This design comes from an exercise in tuning for small area on the open sky130 flow, not from production work.
Only simulation tests tie the RTL to the original design; equivalence was not proved.
Power figures rest on the tool's default switching activity, not on a simulated workload.

--- design/flow/config.mk ---
export PLATFORM = sky130hd
export DESIGN_NAME = vsn_sparam_coef_loader
export DESIGN_NICKNAME = vsn_sparam_coef_loader
export VERILOG_FILES = /design/flow/design.v
export SDC_FILE = /design/flow/constraint.sdc
export NUM_CORES = 4
export LEC_CHECK = 0
export CAP_MARGIN = 20
export CORE_MARGIN = 2
export CORE_UTILIZATION = 40
export SLEW_MARGIN = 20
--- design/flow/constraint.sdc ---
create_clock -name core_clock -period 5.0 [get_ports {clk}]
set_input_delay 1.0000 -clock core_clock [delete_from_list [all_inputs] [get_ports {clk}]]
set_output_delay 1.0000 -clock core_clock [all_outputs]
set_load 0.01 [all_outputs]
--- design/flow/design.v ---
package vsn_sparam_pkg;
    localparam int NPORTS_DEFAULT     = 3;
    localparam int COEF_WIDTH_DEFAULT = 16;
    typedef logic signed [15:0] coef_t;
    typedef enum logic {
        IDLE = 1'b0,
        RAMP = 1'b1
    } ld_state_t;
endpackage
module vsn_coef_ramp #(
    parameter int COEF_WIDTH = 16,
    parameter int RAMP_LOG2  = 4
) (
    input  logic                         clk,
    input  logic                         resetn,
    input  logic signed [COEF_WIDTH-1:0] start,
    input  logic signed [COEF_WIDTH-1:0] target,
    input  logic                         load,
    input  logic                         step,
    output logic signed [COEF_WIDTH-1:0] value
);
    localparam int ACCW = COEF_WIDTH + RAMP_LOG2 + 1;
    logic signed [COEF_WIDTH:0] delta_q;
    logic signed [COEF_WIDTH:0] delta_d;
    logic signed [ACCW-1:0]     acc_q;
    logic signed [ACCW-1:0]     acc_start;
    logic signed [ACCW-1:0]     acc_target;
    logic                       acc_unused;
    assign delta_d    = (COEF_WIDTH+1)'(target) - (COEF_WIDTH+1)'(start);
    assign acc_start  = ACCW'(start) <<< RAMP_LOG2;
    assign acc_target = ACCW'(target);
    always_ff @(posedge clk or negedge resetn) begin
        if (!resetn) begin
            acc_q   <= '0;
            delta_q <= '0;
        end else if (load) begin
            delta_q <= delta_d;
            acc_q   <= (RAMP_LOG2 == 0) ? acc_target : acc_start;
        end else if (step) begin
            acc_q   <= acc_q + ACCW'(delta_q);
        end
    end
    assign value      = acc_q[RAMP_LOG2 +: COEF_WIDTH];
    assign acc_unused = ^acc_q;
endmodule
module vsn_sparam_coef_loader #(
    parameter int NPORTS     = vsn_sparam_pkg::NPORTS_DEFAULT,
    parameter int COEF_WIDTH = vsn_sparam_pkg::COEF_WIDTH_DEFAULT,
    parameter int RAMP_LOG2  = 4
) (
    input  logic                                 clk,
    input  logic                                 resetn,
    input  logic                                 wr_valid,
    output logic                                 wr_ready,
    input  logic [1:0]                           wr_row,
    input  logic [1:0]                           wr_col,
    input  logic [COEF_WIDTH-1:0]                wr_data,
    input  logic                                 commit_valid,
    output logic                                 commit_ready,
    input  logic                                 err_clear,
    output logic                                 err_addr,
    output logic                                 busy,
    output logic [NPORTS*NPORTS*COEF_WIDTH-1:0]  S_out
);
    localparam int              NCOEF    = NPORTS * NPORTS;
    localparam int              CNTW     = (RAMP_LOG2 > 0) ? RAMP_LOG2 : 1;
    localparam logic [CNTW-1:0] CNT_LAST = CNTW'((1 << RAMP_LOG2) - 1);
    localparam logic [2:0]      NP3      = 3'(NPORTS);
    vsn_sparam_pkg::ld_state_t state_q, state_d;
    logic [CNTW-1:0] cnt_q, cnt_d;
    logic            err_q;
    logic            wr_bad;
    logic            wr_ok;
    logic            commit_fire;
    logic            ramp_step;
    assign wr_ready     = 1'b1;
    assign wr_bad       = ({1'b0, wr_row} >= NP3) || ({1'b0, wr_col} >= NP3);
    assign wr_ok        = wr_valid && !wr_bad;
    assign commit_ready = (state_q == vsn_sparam_pkg::IDLE);
    assign commit_fire  = commit_valid && (state_q == vsn_sparam_pkg::IDLE);
    assign ramp_step    = (state_q == vsn_sparam_pkg::RAMP);
    assign busy         = (state_q == vsn_sparam_pkg::RAMP);
    assign err_addr     = err_q;
    always_ff @(posedge clk or negedge resetn) begin
        if (!resetn) begin
            state_q <= vsn_sparam_pkg::IDLE;
            cnt_q   <= '0;
        end else begin
            state_q <= state_d;
            cnt_q   <= cnt_d;
        end
    end
    always_comb begin
        state_d = state_q;
        cnt_d   = cnt_q;
        case (state_q)
            vsn_sparam_pkg::IDLE: begin
                if (commit_fire && (RAMP_LOG2 > 0)) begin
                    state_d = vsn_sparam_pkg::RAMP;
                    cnt_d   = '0;
                end
            end
            vsn_sparam_pkg::RAMP: begin
                cnt_d = cnt_q + 1'b1;
                if (cnt_q == CNT_LAST) begin
                    state_d = vsn_sparam_pkg::IDLE;
                end
            end
            default: state_d = vsn_sparam_pkg::IDLE;
        endcase
    end
    always_ff @(posedge clk or negedge resetn) begin
        if (!resetn) begin
            err_q <= 1'b0;
        end else if (wr_valid && wr_bad) begin
            err_q <= 1'b1;
        end else if (err_clear) begin
            err_q <= 1'b0;
        end
    end
    for (genvar i = 0; i < NCOEF; i++) begin : g_coef
        localparam int ROW = i / NPORTS;
        localparam int COL = i % NPORTS;
        logic                         hit;
        logic        [COEF_WIDTH-1:0] shadow_q;
        logic signed [COEF_WIDTH-1:0] target;
        logic signed [COEF_WIDTH-1:0] live;
        assign hit    = wr_ok && (wr_row == 2'(ROW)) && (wr_col == 2'(COL));
        assign target = hit ? wr_data : shadow_q;
        always_ff @(posedge clk or negedge resetn) begin
            if (!resetn) begin
                shadow_q <= '0;
            end else if (hit) begin
                shadow_q <= wr_data;
            end
        end
        vsn_coef_ramp #(
            .COEF_WIDTH (COEF_WIDTH),
            .RAMP_LOG2  (RAMP_LOG2)
        ) u_ramp (
            .clk    (clk),
            .resetn (resetn),
            .start  (live),
            .target (target),
            .load   (commit_fire),
            .step   (ramp_step),
            .value  (live)
        );
        assign S_out[i*COEF_WIDTH +: COEF_WIDTH] = live;
    end
endmodule
--- design/flow/run.sh ---
#!/bin/bash
# synth_recipe.tcl (not shown) runs the flow's synth.tcl, then flattens the netlist and writes it again
# the make line also repeats each setting of config.mk as NAME=value (left out here)
make -C /OpenROAD-flow-scripts/flow DESIGN_CONFIG=/design/flow/config.mk WORK_HOME=/design/flow/orfs CLKGATE_MAP_FILE= SYNTH_SCRIPT=/design/flow/synth_recipe.tcl finish
==> run summary <==
==> logic make-up (layout without fill, tap and decap cells) <==
group / count (synthesis) / in the layout
AO/OA/AOI/OAI: 1115 / 1115
AND/OR/NAND/NOR: 847 / 847
buffers and inverters: 496 / 576
flip-flops: 483 / 483
adder cells (fa/ha/maj): 334 / 334
multiplexers: 200 / 200
XOR/XNOR: 197 / 197
other: 1 / 3
==> path summary, 6_finish.rpt <==
| kind | endpoint | slack (ns) | from |
|---|---|---|---|
| min in group core_clock | g_coef[5].u_ramp.delta_q[14] | 0.48 | g_coef[5].u_ramp.delta_q[14] |
| max in group asynchronous | g_coef[7].u_ramp.acc_q[16] | 3.44 | resetn |
| max | g_coef[6].u_ramp.delta_q[14] | 0.74 | wr_row[0] |
| max reg2reg | g_coef[6].u_ramp.delta_q[14] | 1.86 | g_coef[6].shadow_q[0] |
| min reg2reg | g_coef[5].u_ramp.delta_q[14] | 0.48 | g_coef[5].u_ramp.delta_q[14] |
| min | g_coef[5].u_ramp.acc_q[10] | 0.39 | resetn |
==> per-stage QoR <==
stage	instance area, sq um	utilization, %
after global placement	36200	43.2
after floorplan	34000	-
after global routing	38200	45.5
final	38200	45.5
after CTS	38200	45.5
after detailed placement	36200	43.2
==> Yosys cell counts (7+ instances only) <==
library cell | instances | area (sq um)
clkbuf_1 | 88 | 330
nand3b_1 | 16 | 120
o21bai_1 | 29 | 218
nor2_1 | 152 | 571
a221oi_1 | 8 | 70.1
a21o_1 | 102 | 766
o2111ai_1 | 12 | 105
nor3b_1 | 22 | 165
o21a_1 | 49 | 368
fa_1 | 18 | 360
a21boi_0 | 9 | 67.6
o211ai_1 | 23 | 173
xor2_1 | 94 | 823
a41oi_1 | 12 | 105
a221o_1 | 7 | 70.1
nor2b_1 | 33 | 206
mux2_2 | 144 | 1620
nand4_1 | 33 | 206
dfrtp_1 | 483 | 12100
o31ai_1 | 55 | 413
nand3_1 | 49 | 245
and2_1 | 11 | 68.8
mux2i_1 | 56 | 561
a211oi_1 | 67 | 503
nand4b_1 | 10 | 87.6
or3_1 | 22 | 138
a211o_1 | 17 | 149
and4_1 | 7 | 61.3
buf_1 | 27 | 101
nor3_1 | 63 | 315
a21oi_1 | 243 | 1220
o21ai_0 | 338 | 1690
buf_4 | 145 | 1090
ha_1 | 316 | 3950
or2_2 | 8 | 50.1
o31a_1 | 13 | 114
o311ai_0 | 18 | 158
nand2_1 | 333 | 1250
xnor2_1 | 103 | 902
inv_1 | 234 | 878
nand2b_1 | 46 | 288
a22o_1 | 22 | 193
a31oi_1 | 31 | 194
and3_1 | 22 | 138
==> routing by layer <==
metal  GRT usage, %  up-vias  routed length, microns
met5              0        -                       0
met2           33.9      601                   41800
li1               -    13251                       -
met1           29.5    12733                   43300
met3           2.90      118                    4680
met4           5.72        0                    2190
==> power groups by stage <==
stage,registers (mW),logic (mW),clock network [mW]
2_1_floorplan,6.57,15.6,0
3_3_place_gp,7.20,19.4,0
3_5_place_dp,7.21,19.6,0
4_1_cts,7.16,19.7,4.49
5_1_grt,7.35,22.2,4.66
6_report,7.14,19.7,4.38
==> sequential cells by signal (all words and copies together) (netlist names) <==
name / cells
cnt_q: 4
state_q: 1
g_coef.u_ramp.delta_q: 153
err_q: 1
g_coef.shadow_q: 144
g_coef.u_ramp.acc_q: 180
==> layout make-up <==
cell class,instances,share of cell area [%]
multi-input cells,2694,51.1
flip-flops and latches,483,31.7
inverters,234,2.31
repair buffers,235,6.05
diodes,2,0.0131
well taps,1134,3.72
clock inverters,27,0.653
clock buffers,80,4.50
==> impl_metrics.json <==
{
  "status": "finished clean",
  "timing.hold.ws_ns": 0.386,
  "ant_nets": 0,
  "p_seq_share_pct": 22.9,
  "critPathKind": "input pin to flop",
  "clk_latency_ns": 0.63,
  "netlist_area_sq_um": 34000,
  "ys_warn_count": 2,
  "clock_sinks": 483,
  "max_stage_delay_ns": 0.54,
  "syn_inst": 3673,
  "post-cts-setup-buffer-count": 0,
  "layout.nets": 4065,
  "clock.fmax_mhz": 235,
  "synth_mux_area_share_pct": 6.43,
  "p_per_area_nw_per_um2": 818,
  "detail_route.vias_per_cell": 5.46,
  "cts_buffers": 58,
  "synth_fa_ha_area_share_pct": 12.7,
  "hold_violations": 0,
  "crit_path_end_kind": "flop",
  "die_width_microns": 295,
  "worst_pin_slew_ns": 1.10,
  "ys.flop_type": "dfrtp_1",
  "intPower_mw": 17.1,
  "area_delta_synth_final_pct": 12.4,
  "grt_pass1_wl_microns": 145000,
  "clk_pin_slew_ns": 0.06,
  "required_ns": 5.51,
  "final_cells": 4889,
  "finClkSkew_ns": 0.0218,
  "cts_root_buf": "clkbuf_16",
  "crit_cells": 13,
  "leakagePower_nw": 17.9,
  "slew_violations": 0,
  "p_sw_share_pct": 45.1,
  "min_period_ns": 4.26,
  "startpoint_type": "input pin",
  "htreeDepth": 2,
  "first_pass_iters": 5,
  "dr.first_iter.drc_count": 1869,
  "reg2regPathDepth": 11,
  "fin_ws_ns": 0.736,
  "start_util_pct": 40.5,
  "io_pins": 173,
  "setup_violations": 0,
  "rows": 106,
  "core-area_sq_um": 83800,
  "yosys.area_share.simple_pct": 12.0,
  "synth_cell_types": 82,
  "track_usage_pct": 21.0,
  "crit_path_max_fanout": 15,
  "wl_per_cell_microns": 18.8,
  "path_buf_inv": 2,
  "cts_tree": "yes",
  "ys_seq_area_share_pct": 35.6,
  "synth_compound_area_share_pct": 21.1,
  "dp.cells": 4780,
  "synth_top_family_by_area": "compound AO/OA/AOI/OAI gates",
  "clkPwrFrac_pct": 14.0,
  "final_layout_size_suffix_gt1_share_pct": 9.09,
  "synth_xor_area_share_pct": 5.08,
  "port_buffers": 171,
  "multi_input_area_sq_um": 19500,
  "syn-num-nets": 4032,
  "grt_overflow_total": 0,
  "hold_path_class": "input pin to async pin",
  "via_count": 26703,
  "postCtsHoldBufs": 0,
  "avgSynthCellArea_sq_um": 9.24,
  "timing.final.crit_share_pct": 85.3,
  "final_cell_mix": "dfrtp_1, o21ai_0, nand2_1, ha_1, a21oi_1",
  "wl_microns": 92000,
  "switchingPower_mw": 14.1,
  "drc": 0,
  "final_common_cell": "dfrtp_1",
  "dieArea_sq_um": 87200,
  "critPathSlowestCell": "or4b_1",
  "critPathTopFamily": "simple AND/OR/NAND/NOR gates",
  "synth_edf_count": 0,
  "ir_drop_uv": 330,
  "crit_chain": "clkdlybuf4s50_1, nand3b_1, or3_1, buf_4, mux2_2, fa_1, a2111o_1, a31oi_4, a211oi_2, or4b_1, a31oi_2, xor2_1, o21ai_1",
  "register_area_sq_um": 12100,
  "antenna_found_initial": 5,
  "p_comb_share_pct": 63.1,
  "async_flop_share_pct": 100,
  "maxCapViolCount": 0,
  "fin_tns_setup_ns": 0,
  "dp_worst_setup_slack_ns": 0.0913,
  "grt_pass1_vias": 25695,
  "place_hpwl_microns": 67700,
  "cts_buffer_depth": 3,
  "fill_cells": 8095,
  "post_cts_resized": 0,
  "rsz0062_at_grt": "false",
  "arrival_ns": 4.77,
  "relSlewSlack_pct": 26.7,
  "synth-seq-cells": 483,
  "gp_congestion": 0.891,
  "total_power_mw": 31.2,
  "die_y_microns": 295,
  "grt_max_degree": 149
}

-- static timing again, ports no longer ideal --
No port has a modelled driver above. Below, the same layout with a new extraction and two added sets of constraints. Step 1 sets driving cells, clkbuf_16 on the clock port and buf_2 on the other inputs (assumed; they add their load-dependent delay and slew). Step 2, shift: input delay + t, output delay - t, t = (earliest + latest rising clock arrival at the registers) / 2. This alone moves slack from input paths to output paths. Three values: ideal ports, drivers, drivers and shift; two values: the first two.
t, ns: 0.680
setup slack, ns: 0.736 / 0.779 / 0.099
latest minus earliest clock arrival (ns): 0.023 / 0.023
worst register clock-pin slew, ns: 0.06 / 0.06
pins driven straight from the clock port: 1
After both steps this run still meets setup and hold. For this run, drivers alone change the setup slack by +0.043 ns; drivers and shift together by -0.637 ns.
